This design comes from an exercise in tuning for small area and a short achievable clock period on the open sky130 flow, not from production work.
The RTL was checked by simulation tests, not by an equivalence proof against the original design.
No driver is modelled on the clock port, so clocking that relies on it looks cheaper here than on a real chip.
No activity file was given, so power comes from the tool's default toggle rates.

<file path="constraint.sdc">
create_clock -name core_clock -period 5.0 [get_ports {clk}]
set_input_delay 1.0000 -clock core_clock [delete_from_list [all_inputs] [get_ports {clk}]]
set_output_delay 1.0000 -clock core_clock [all_outputs]
set_load 0.01 [all_outputs]
</file>
<file path="standard.sh">
#!/bin/bash
# synth_recipe.tcl (not shown) runs the flow's synth.tcl, then flattens the netlist and writes it again
# the make line also repeats each setting of config.mk as NAME=value (left out here)
make -C /OpenROAD-flow-scripts/flow DESIGN_CONFIG=/design/flow/config.mk WORK_HOME=/design/flow/orfs CLKGATE_MAP_FILE= SYNTH_SCRIPT=/design/flow/synth_recipe.tcl "${@:-finish}"
</file>
<file path="design.v">
package cpu_mem_pkg;
  localparam int WORD_W      = 16;   
  localparam int ADDR_W      = 16;   
  localparam int LATENCY_DEF = 4;    
  localparam int CNT_W       = 4;    
  typedef logic [WORD_W-1:0] word_t;
  typedef enum logic {
    IDLE = 1'b0,
    WAIT = 1'b1
  } state_t;
endpackage
module lat_counter #(
  parameter int W = 4
) (
  input  logic         clk,
  input  logic         rst_n,
  input  logic         load,
  input  logic [W-1:0] load_value,
  input  logic         run,
  output logic         zero
);
  logic [W-1:0] cnt;
  always_ff @(posedge clk or negedge rst_n) begin
    if (!rst_n) begin
      cnt <= '0;
    end else if (load) begin
      cnt <= load_value;
    end else if (run && (cnt != '0)) begin
      cnt <= cnt - 1'b1;
    end
  end
  assign zero = (cnt == '0);
endmodule
module mem_responder #(
  parameter int LATENCY    = cpu_mem_pkg::LATENCY_DEF,   
  parameter int DEPTH_LOG2 = 8              
) (
  input  logic                clk,
  input  logic                rst_n,
  input  logic                enable,
  input  logic                wr,
  input  logic [cpu_mem_pkg::ADDR_W-1:0] addr,
  input  logic [cpu_mem_pkg::WORD_W-1:0] data_in,
  output logic [cpu_mem_pkg::WORD_W-1:0] data_out,
  output logic                ready,
  output logic                busy,
  output logic                valid
);
  localparam int W      = cpu_mem_pkg::WORD_W;
  localparam int NRING  = 64;
  localparam int NG     = 4;                 
  localparam int GS     = 16;                
  logic [2:0]  st, st_nx;
  logic        idle_q, busy_i;
  logic        complete;
  logic        idle_nx;
  logic        accept;
  assign complete = st[2];
  assign ready    = ~busy;
  assign accept   = idle_q & enable;
  assign idle_nx  = idle_q ? ~enable : complete;
  assign st_nx    = idle_nx ? 3'd0 : st + 3'd1;
  always_ff @(posedge clk or negedge rst_n) begin
    if (!rst_n) begin
      st     <= 3'd0;
      idle_q <= 1'b1;
      busy_i <= 1'b0;
      busy   <= 1'b0;
      valid  <= 1'b0;
    end else begin
      valid  <= complete;
      busy   <= ~idle_nx;
      st     <= st_nx;
      idle_q <= (st_nx == 3'd0);
      busy_i <= (st_nx != 3'd0);
    end
  end
  logic [2:0] phase;
  logic [2:0] phase_nx;
  assign phase_nx = phase + 3'd1;
  always_ff @(posedge clk) phase <= phase_nx;
  logic [7:0]   lat_addr, lat_addr_nx;
  logic [W-1:0] lat_data;
  logic         lat_wr, lat_wr_nx;
  assign lat_addr_nx = idle_q ? addr[8:1] : lat_addr;
  assign lat_wr_nx   = idle_q ? wr : lat_wr;
  logic [W-1:0]  tap;
  logic [GS-1:0] sel_lo_q, sel_lo_d;
  logic [3:0]    sel_pa, sel_pb;
  logic [NG-1:0] sel_hi_q;
  for (genvar i = 0; i < GS; i++) begin : g_slo
    assign sel_lo_d[i] = (addr[6:3] == 4'(i));
  end
  for (genvar i = 0; i < 4; i++) begin : g_spre
    assign sel_pa[i] = ~busy_i & (addr[4:3] == 2'(i));
    assign sel_pb[i] = (addr[6:5] == 2'(i));
  end
  logic d_t0, d_t1, d_pd, d_lt, d_hold;
  logic l_t0, l_t1, l_pd, l_hold;
  logic fwd_nx, rd_take_nx, rd_done_nx;
  logic at_tap_nx;
  logic [2:0] pol_nx;
  assign pol_nx = phase_nx - 3'd3;
  logic         pend_v, pend_v_nx;
  logic [7:0]   pend_addr, pend_addr_nx;
  logic [W-1:0] pend_data;
  logic         commit_q, commit_nx;
  logic [NRING-1:0] wen_q;
  logic [W-1:0] wdata_n;
  assign pend_v_nx    = (complete & lat_wr) | (pend_v & ~commit_q);
  assign pend_addr_nx = (complete & lat_wr) ? lat_addr : pend_addr;
  assign commit_nx    = pend_v_nx & ((pend_addr_nx[1:0] + phase_nx[1:0]) == 2'd0);
  assign wdata_n = ~(pend_data ^ {W{phase_nx[2]}});
  assign at_tap_nx = ((lat_addr_nx[1:0] + phase_nx[1:0]) == 2'd0);
  assign fwd_nx     = pend_v_nx & (pend_addr_nx == lat_addr_nx);
  assign rd_take_nx = ~idle_nx & at_tap_nx & ~lat_wr_nx;
  assign rd_done_nx = st_nx[2] & ~lat_wr_nx;
  always_ff @(posedge clk or negedge rst_n) begin
    if (!rst_n) begin
      sel_lo_q <= '0;
      d_t0     <= 1'b0;
      d_t1     <= 1'b0;
      d_pd     <= 1'b0;
      d_lt     <= 1'b0;
      d_hold   <= 1'b1;
    end else begin
      if (idle_q)
        sel_lo_q <= enable ? sel_lo_d : '0;
      else if (complete)
        sel_lo_q <= '0;
      d_t0   <= rd_done_nx & at_tap_nx & ~fwd_nx & ~pol_nx[2];
      d_t1   <= rd_done_nx & at_tap_nx & ~fwd_nx & pol_nx[2];
      d_pd   <= rd_done_nx & at_tap_nx & fwd_nx;
      d_lt   <= rd_done_nx & ~at_tap_nx;
      d_hold <= ~rd_done_nx;
    end
  end
  always_ff @(posedge clk) begin
    pend_v    <= pend_v_nx;
    pend_addr <= pend_addr_nx;
    commit_q  <= commit_nx;
    for (int i = 0; i < NRING; i++)
      wen_q[i] <= commit_nx & (pend_addr_nx[7:2] == 6'(i));
    if (complete && lat_wr) pend_data <= lat_data;
    lat_addr <= lat_addr_nx;
    lat_wr   <= lat_wr_nx;
    if (idle_q) begin
      for (int i = 0; i < NG; i++)
        sel_hi_q[i] <= (addr[8:7] != 2'(i));
    end
    if (idle_q)
      lat_data <= data_in;
    else
      lat_data <= ({W{l_t0}} & tap) | ({W{l_t1}} & ~tap) |
                  ({W{l_pd}} & pend_data) | ({W{l_hold}} & lat_data);
    l_t0   <= rd_take_nx & ~fwd_nx & ~pol_nx[2];
    l_t1   <= rd_take_nx & ~fwd_nx & pol_nx[2];
    l_pd   <= rd_take_nx & fwd_nx;
    l_hold <= ~idle_nx & ~rd_take_nx;
  end
  logic [W-1:0] s0 [NRING];
  logic [W-1:0] s1 [NRING];
  logic [W-1:0] s2 [NRING];
  logic [W-1:0] s3 [NRING];
  logic [W-1:0] s1_nx [NRING];
  for (genvar r = 0; r < NRING; r++) begin : g_ring
    logic wen_n;
    assign wen_n = ~wen_q[r];
    for (genvar b = 0; b < W; b++) begin : g_bit
      mr_mux_inv u_wr (
        .s_n (wen_n),
        .a   (wdata_n[b]),
        .s   (wen_q[r]),
        .b   (s0[r][b]),
        .y   (s1_nx[r][b])
      );
    end
    always_ff @(posedge clk) begin
      s1[r] <= s1_nx[r];
      s2[r] <= s1[r];
      s3[r] <= s2[r];
      s0[r] <= s3[r];
    end
  end
  logic [W-1:0] grp [NG];
  for (genvar g = 0; g < NG; g++) begin : g_grp
    logic [W-1:0]  grp_d;
    logic [GS-1:0] sel [2];
    for (genvar h = 0; h < 2; h++) begin : g_half
      mr_sel_lo u_sel (
        .pa  (sel_pa),
        .pb  (sel_pb),
        .q   (sel_lo_q),
        .y   (sel[h])
      );
    end
    for (genvar b = 0; b < W; b++) begin : g_col
      logic [GS-1:0] col;
      for (genvar r = 0; r < GS; r++) begin : g_r
        assign col[r] = s3[g*GS+r][b];
      end
      mr_read_col #(.N(GS)) u_col (
        .d   (col),
        .sel_n (sel[b / (W / 2)]),
        .y     (grp_d[b])
      );
    end
    always_ff @(posedge clk) grp[g] <= grp_d;
  end
  for (genvar b = 0; b < W; b++) begin : g_tap
    logic [NG-1:0] col;
    for (genvar g = 0; g < NG; g++) begin : g_g
      assign col[g] = grp[g][b];
    end
    mr_read_col #(.N(NG)) u_col (
      .d   (col),
      .sel_n (sel_hi_q),
      .y     (tap[b])
    );
  end
  always_ff @(posedge clk or negedge rst_n) begin
    if (!rst_n) begin
      data_out <= '0;
    end else begin
      data_out <= ({W{d_t0}} & tap) | ({W{d_t1}} & ~tap) | ({W{d_pd}} & pend_data) |
                  ({W{d_lt}} & lat_data) | ({W{d_hold}} & data_out);
    end
  end
endmodule
module mr_mux_inv (
  input  logic s_n,
  input  logic a,
  input  logic s,
  input  logic b,
  output logic y
);
  assign y = ~((s_n | a) & (s | b));
endmodule
module mr_read_col #(
  parameter int N = 16
) (
  input  logic [N-1:0] d,
  input  logic [N-1:0] sel_n,
  output logic         y
);
  logic [N/2-1:0] pair;
  for (genvar i = 0; i < N/2; i++) begin : g_pair
    mr_mux_inv u_pair (
      .s_n (d[2*i]),
      .a   (sel_n[2*i]),
      .s   (d[2*i+1]),
      .b   (sel_n[2*i+1]),
      .y   (pair[i])
    );
  end
  if (N == 16) begin : g_16
    logic [3:0] a;
    logic [1:0] b;
    for (genvar i = 0; i < 4; i++) begin : g_a
      mr_nor2 u_a (.a(pair[2*i]), .b(pair[2*i+1]), .y(a[i]));
    end
    mr_nand2 u_b0 (.a(a[0]), .b(a[1]), .y(b[0]));
    mr_nand2 u_b1 (.a(a[2]), .b(a[3]), .y(b[1]));
    mr_nor2  u_y  (.a(b[0]), .b(b[1]), .y(y));
  end else begin : g_4
    mr_nor2  u_y  (.a(pair[0]), .b(pair[1]), .y(y));
  end
endmodule
module mr_sel_lo (
  input  logic [3:0]  pa,
  input  logic [3:0]  pb,
  input  logic [15:0] q,
  output logic [15:0] y
);
  for (genvar i = 0; i < 16; i++) begin : g_y
    assign y[i] = ~((pa[i % 4] & pb[i / 4]) | q[i]);
  end
endmodule
module mr_nand2 (
  input  logic a, b,
  output logic y
);
  assign y = ~(a & b);
endmodule
module mr_nor2 (
  input  logic a, b,
  output logic y
);
  assign y = ~(a | b);
endmodule
</file>
<file path="config.mk">
export PLATFORM = sky130hd
export DESIGN_NAME = mem_responder
export DESIGN_NICKNAME = mem_responder
export VERILOG_FILES = /design/flow/design.v
export SDC_FILE = /design/flow/constraint.sdc
export NUM_CORES = 4
export LEC_CHECK = 0
export CAP_MARGIN = 20
export CORE_MARGIN = 2
export CORE_UTILIZATION = 65
export CTS_CLUSTER_DIAMETER = 100
export CTS_CLUSTER_SIZE = 26
export SETUP_SLACK_MARGIN = 2.7
export SLEW_MARGIN = 20
export SYNTH_HIERARCHICAL = 1
export SYNTH_MEMORY_MAX_BITS = 8192
export TNS_END_PERCENT = 20
</file>
<file path="flow/run.sh">
#!/bin/bash
# Layout flow: the standard ORFS flow (standard.sh, all steps through
# finish), with two changes:
# - the port buffers that global placement inserts are
#   sky130_fd_sc_hd__buf_4 cells instead of the delay-type buffer that
#   buffer_ports picks by default, which is slow on the input paths;
# - before clock tree synthesis, flow/pre_cts.tcl moves each flip-flop that
#   drives an output-port buffer next to that buffer (then legalizes), so
#   the flip-flop's output wire is short.
# The make output goes to standard_flow.log here; each ORFS step keeps its
# own log under orfs/logs/.
set -euo pipefail
here=$(pwd)
export BUFFER_PORTS_ARGS="-buffer_cell sky130_fd_sc_hd__buf_4"
export PRE_CTS_TCL="$here/flow/pre_cts.tcl"
bash standard.sh finish > standard_flow.log 2>&1
</file>
<file path="flow/pre_cts.tcl">
# Move each flip-flop that drives an output-port buffer next to that buffer,
# then legalize: shortens the flip-flop's output wire.
set block [ord::get_db_block]
set moved 0
foreach bterm [$block getBTerms] {
  if {[$bterm getIoType] ne "OUTPUT"} continue
  set net [$bterm getNet]
  if {$net eq "NULL"} continue
  set buf ""
  foreach it [$net getITerms] { if {[$it isOutputSignal]} { set buf [$it getInst] } }
  if {$buf eq ""} continue
  set innet ""
  foreach it [$buf getITerms] { if {[$it isInputSignal] && [$it getNet] ne "NULL"} { set innet [$it getNet] } }
  if {$innet eq ""} continue
  set drv ""
  foreach it [$innet getITerms] { if {[$it isOutputSignal]} { set drv [$it getInst] } }
  if {$drv eq ""} continue
  if {![string match "*__df*" [[$drv getMaster] getName]]} continue
  set loc [$buf getLocation]
  $drv setLocation [lindex $loc 0] [lindex $loc 1]
  $drv setPlacementStatus PLACED
  incr moved
}
puts "pre_cts hook: moved $moved output flip-flops next to their port buffers"
detailed_placement
</file>
==> results.toml <==
[setup_path]
worst-setup-path-type = "input pin to flop"
r2r_cells = 5
cp-startpoint = "addr[4]"
arrival_ps = 3160
end_kind = "flop"
startpoint_type = "input pin"
crit_fanout = 10
r2r_start = "sel_lo_q[0]$_DFFE_PN0P_"
required_ps = 5720

[timing]
finalWorstSetupSlack_ps = 2560
drv_slew = 0
finalCritPeriodShare_pct = 48.79
final-hold-violation-count = 0
max_freq_mhz = 409.9
rsz0062_at_grt = "true"
fin_skew_ps = 26.71
setup_viol = 0
worst_pin_slew_ps = 1301
fin_setup_tns_ps = 0
fin_crit_ps = 2440
slew_headroom_pct = 13.26

[routing]
postRouteAntennaNets = 0
dr.pass1.iters = 6
drc_errors = 0
drt_iter0_markers = 4487
wl_per_cell_um = 25.88
num_vias = 55024
routed_wl_um = 244600
viasPerCell = 5.821

[clocking]
numCtsBuffers = 184
clock_sink_count = 4330
holdBufCountCts = 0
path_clk_slew_ps = 90
clock_latency_ps = 830
cts_tree = "built"

[grt]
grt_pass1_vias = 53992
overflow = 0
grt_max_degree = 45
grt.total_usage_pct = 29.90
grt_pass1_wl_um = 356200
antenna_found_initial = 14

[synth]
yosys.area.top_type = "dfxtp_1"
synth_edf_count = 20
netlist_top_cells_area = "dfxtp_1, o22ai_1, nor2_1"
syn_area_mm2 = 0.1024
synth.most_common_cell = "dfxtp_1"
async_flop_share_pct = 1.016
yosysSeqAreaShare_pct = 85.10
synth_xor_xnor_area_share_pct = 0.3337
synth_top_family_by_area = "compound AO/OA/AOI/OAI gates"
ys_seq_elements = 4330
synth_top_area_share_pct = 83.43
ys_warn_count = 22
yosys-top-cells-count = "dfxtp_1, o22ai_1, nor2_1"
synth_flop_cell = "dfxtp_1"
synth_compound_area_share_pct = 10.96
synth_nets = 7039
synthMuxAreaShare_pct = 0.4413
synth_cells = 6998
syn_area_per_cell_um2 = 14.63
synthSimpleGateAreaFrac_pct = 2.659
synth_fa_ha_area_share_pct = 0.06112
ys_types = 58

[status]
status = "complete, no violations"

[final_layout]
finalInstanceArea_mm2 = 0.1129
fin_nets = 7398
final_cells = 9453
syn_to_final_growth_pct = 10.29
fillers = 10389
drive_gt1_share_pct = 8.557

[place]
dp_cells = 9162
dpl_worst_slack_ps = 1340
gp_congestion = 0.8980
port_buffers = 46
hpwl_um = 151300
place_area_mm2 = 0.1063

[power]
vdd_ir_drop_max_mv = 0.4597
power.density_mw_per_mm2 = 591.5
power_mw = 66.78
p_leak_nw = 44.66

[die]
die_x_um = 400.8
num_rows = 145
core_mm2 = 0.1564
io-pin-count = 55
initial_core_util_pct = 65.45
die_area_mm2 = 0.1607
die_h_um = 400.8

[flow_run]
maxCapViolCount = 0

[min_path]
min_path_type = "input pin to asynchronous set/reset pin"
## per-module statistics from Yosys, one instance, submodules excluded, excerpt
module	flip-flops and latches	area [um2]
mem_responder	4330	90170
mr_mux_inv	0	6.256
mr_nand2	0	3.754
mr_nor2	0	3.754
mr_sel_lo	0	80.08
## cells in the final DEF (no fill, tap or decap), types with 5 or more instances in the layout
| cell | Yosys | layout |
|---|---|---|
| xor2_1 | 15 | 13 |
| o21ai_0 | 22 | 21 |
| nor2_2 | 1 | 6 |
| dfxtp_1 | 4266 | 4265 |
| a21oi_1 | 133 | 12 |
| a21oi_2 | 0 | 102 |
| or4_4 | 3 | 7 |
| nor2_4 | 0 | 10 |
| nand2_1 | 171 | 168 |
| clkbuf_16 | 0 | 189 |
| o2111ai_1 | 5 | 5 |
| buf_8 | 0 | 6 |
| nor3b_1 | 5 | 5 |
| buf_4 | 0 | 156 |
| a22oi_1 | 16 | 16 |
| diode_2 | 0 | 9 |
| mux2_2 | 7 | 7 |
| xnor2_1 | 24 | 5 |
| edfxtp_1 | 20 | 20 |
| dfrtp_2 | 0 | 15 |
| nor2_1 | 416 | 402 |
| o22ai_1 | 1568 | 1568 |
| nand3_1 | 23 | 23 |
| dfrtp_1 | 42 | 26 |
| a31oi_1 | 6 | 5 |
| a222oi_1 | 16 | 16 |
| clkbuf_1 | 27 | 18 |
| a21oi_4 | 0 | 19 |
| inv_1 | 79 | 78 |
| xnor2_4 | 0 | 18 |
| buf_12 | 0 | 9 |
| buf_6 | 2 | 32 |
| o21a_1 | 16 | 16 |
| mux2i_1 | 35 | 34 |
## final timing paths
| path | slack [ps] | to |
|---|---|---|
| worst max-delay path | 2560 | grp[3][4]$_DFF_P_ |
| max in group asynchronous | 4080 | data_out[14]$_DFF_PN0_ |
| min in group core_clock | 320 | s3[21][6]$_DFF_P_ |
| worst max register to register | 2580 | grp[0][9]$_DFF_P_ |
| worst min-delay path | 250 | valid$_DFF_PN0_ |
| worst min register to register | 320 | s3[21][6]$_DFF_P_ |
## power by group
part / switching (mW) / internal, mW / leakage (nW)
combinational: 5.01 / 2.59 / 5.96
sequential: 2.53 / 40.1 / 36.3
clock: 9.70 / 6.86 / 2.40
## final cells by class
| type | count | area [um2] | area share, % |
|---|---|---|---|
| flip-flops and latches | 4330 | 87140 | 77.18 |
| multi-input cells | 2553 | 16050 | 14.21 |
| clock buffers | 207 | 4797 | 4.249 |
| well taps | 2058 | 2575 | 2.281 |
| repair buffers | 206 | 1876 | 1.661 |
| inverters | 81 | 320.3 | 0.2837 |
| clock inverters | 8 | 115.1 | 0.1020 |
| diodes | 9 | 22.52 | 0.01995 |
| repair inverters | 1 | 8.758 | 0.007758 |
## sequential cells by signal, indices dropped and copies added (netlist names), 4 cells and up
register / cells
lat_data: 16
pend_data: 16
s1: 1024
sel_hi_q: 4
sel_lo_q: 16
s2: 1024
lat_addr: 8
wen_q: 64
grp: 64
s0: 1024
pend_addr: 8
data_out: 16
s3: 1024
## what timing repair did
action                                  in CTS  in global routing
endpoints found under the setup margin    1012                961
gates resized for setup                    181                 98
buffers inserted                            55                  8
cloned                                       3                  1
pin swaps                                   49                  6
## through the flow
step                hold slack (ps)  utilization, %
floorplan                     309.6               -
global placement              309.5           67.94
detailed placement            312.1           67.96
CTS                           241.6           71.88
global route                  272.7           72.18
finish                        251.2           72.19
## cells by family after synthesis
family	after synthesis
xor gates and xnor gates	39
AOI/OAI and AO/OA	1799
DFF	4330
buffers and inverters	117
muxes	43
adders and majority gates	5
and+or+nand+nor	665
## layer usage
metal | track usage [%] | wire [um] | vias up
li1 | - | - | 25508
met1 | 42.79 | 110200 | 27334
met2 | 44.29 | 105500 | 1708
met3 | 5.591 | 16580 | 460
met4 | 14.29 | 12190 | 14
met5 | 0 | 92 | -
## worst max-delay path, cell delays in order
cell	delay, ps
buf_4	170
nand2b_2	290
nor2_4	440
buf_4	430
a21oi_2	220
o22ai_1	220
nor2_1	130
nand2_1	170
nor2_1	70

-- separate check: timing with driven ports --
The results above use ideal ports. As a check the final layout listed here was re-extracted and re-timed, cells and wires unchanged. Step 1 (the two cells are an assumption about what drives the block):
set clk [get_ports {clk}]
set_driving_cell -lib_cell sky130_fd_sc_hd__clkbuf_16 $clk
set_driving_cell -lib_cell sky130_fd_sc_hd__buf_2 [delete_from_list [all_inputs] $clk]
Step 2 also shifts input and output timing later by t, the mid clock arrival at the registers, as if the neighbouring blocks saw the same clock. Three values: no drivers, after step 1, after step 2; two values: the first two.
t, ns: 0.905
setup WS [ns]: 2.560 / 2.519 / 1.650
worst setup path at the end: input to register
worst data-port slew with drivers (ns): 0.16
pins driven straight from the clock port: 1
After both steps setup and hold are still met in this run. The setup slack of this run moves by -0.041 ns with the drivers and by -0.910 ns with both steps.
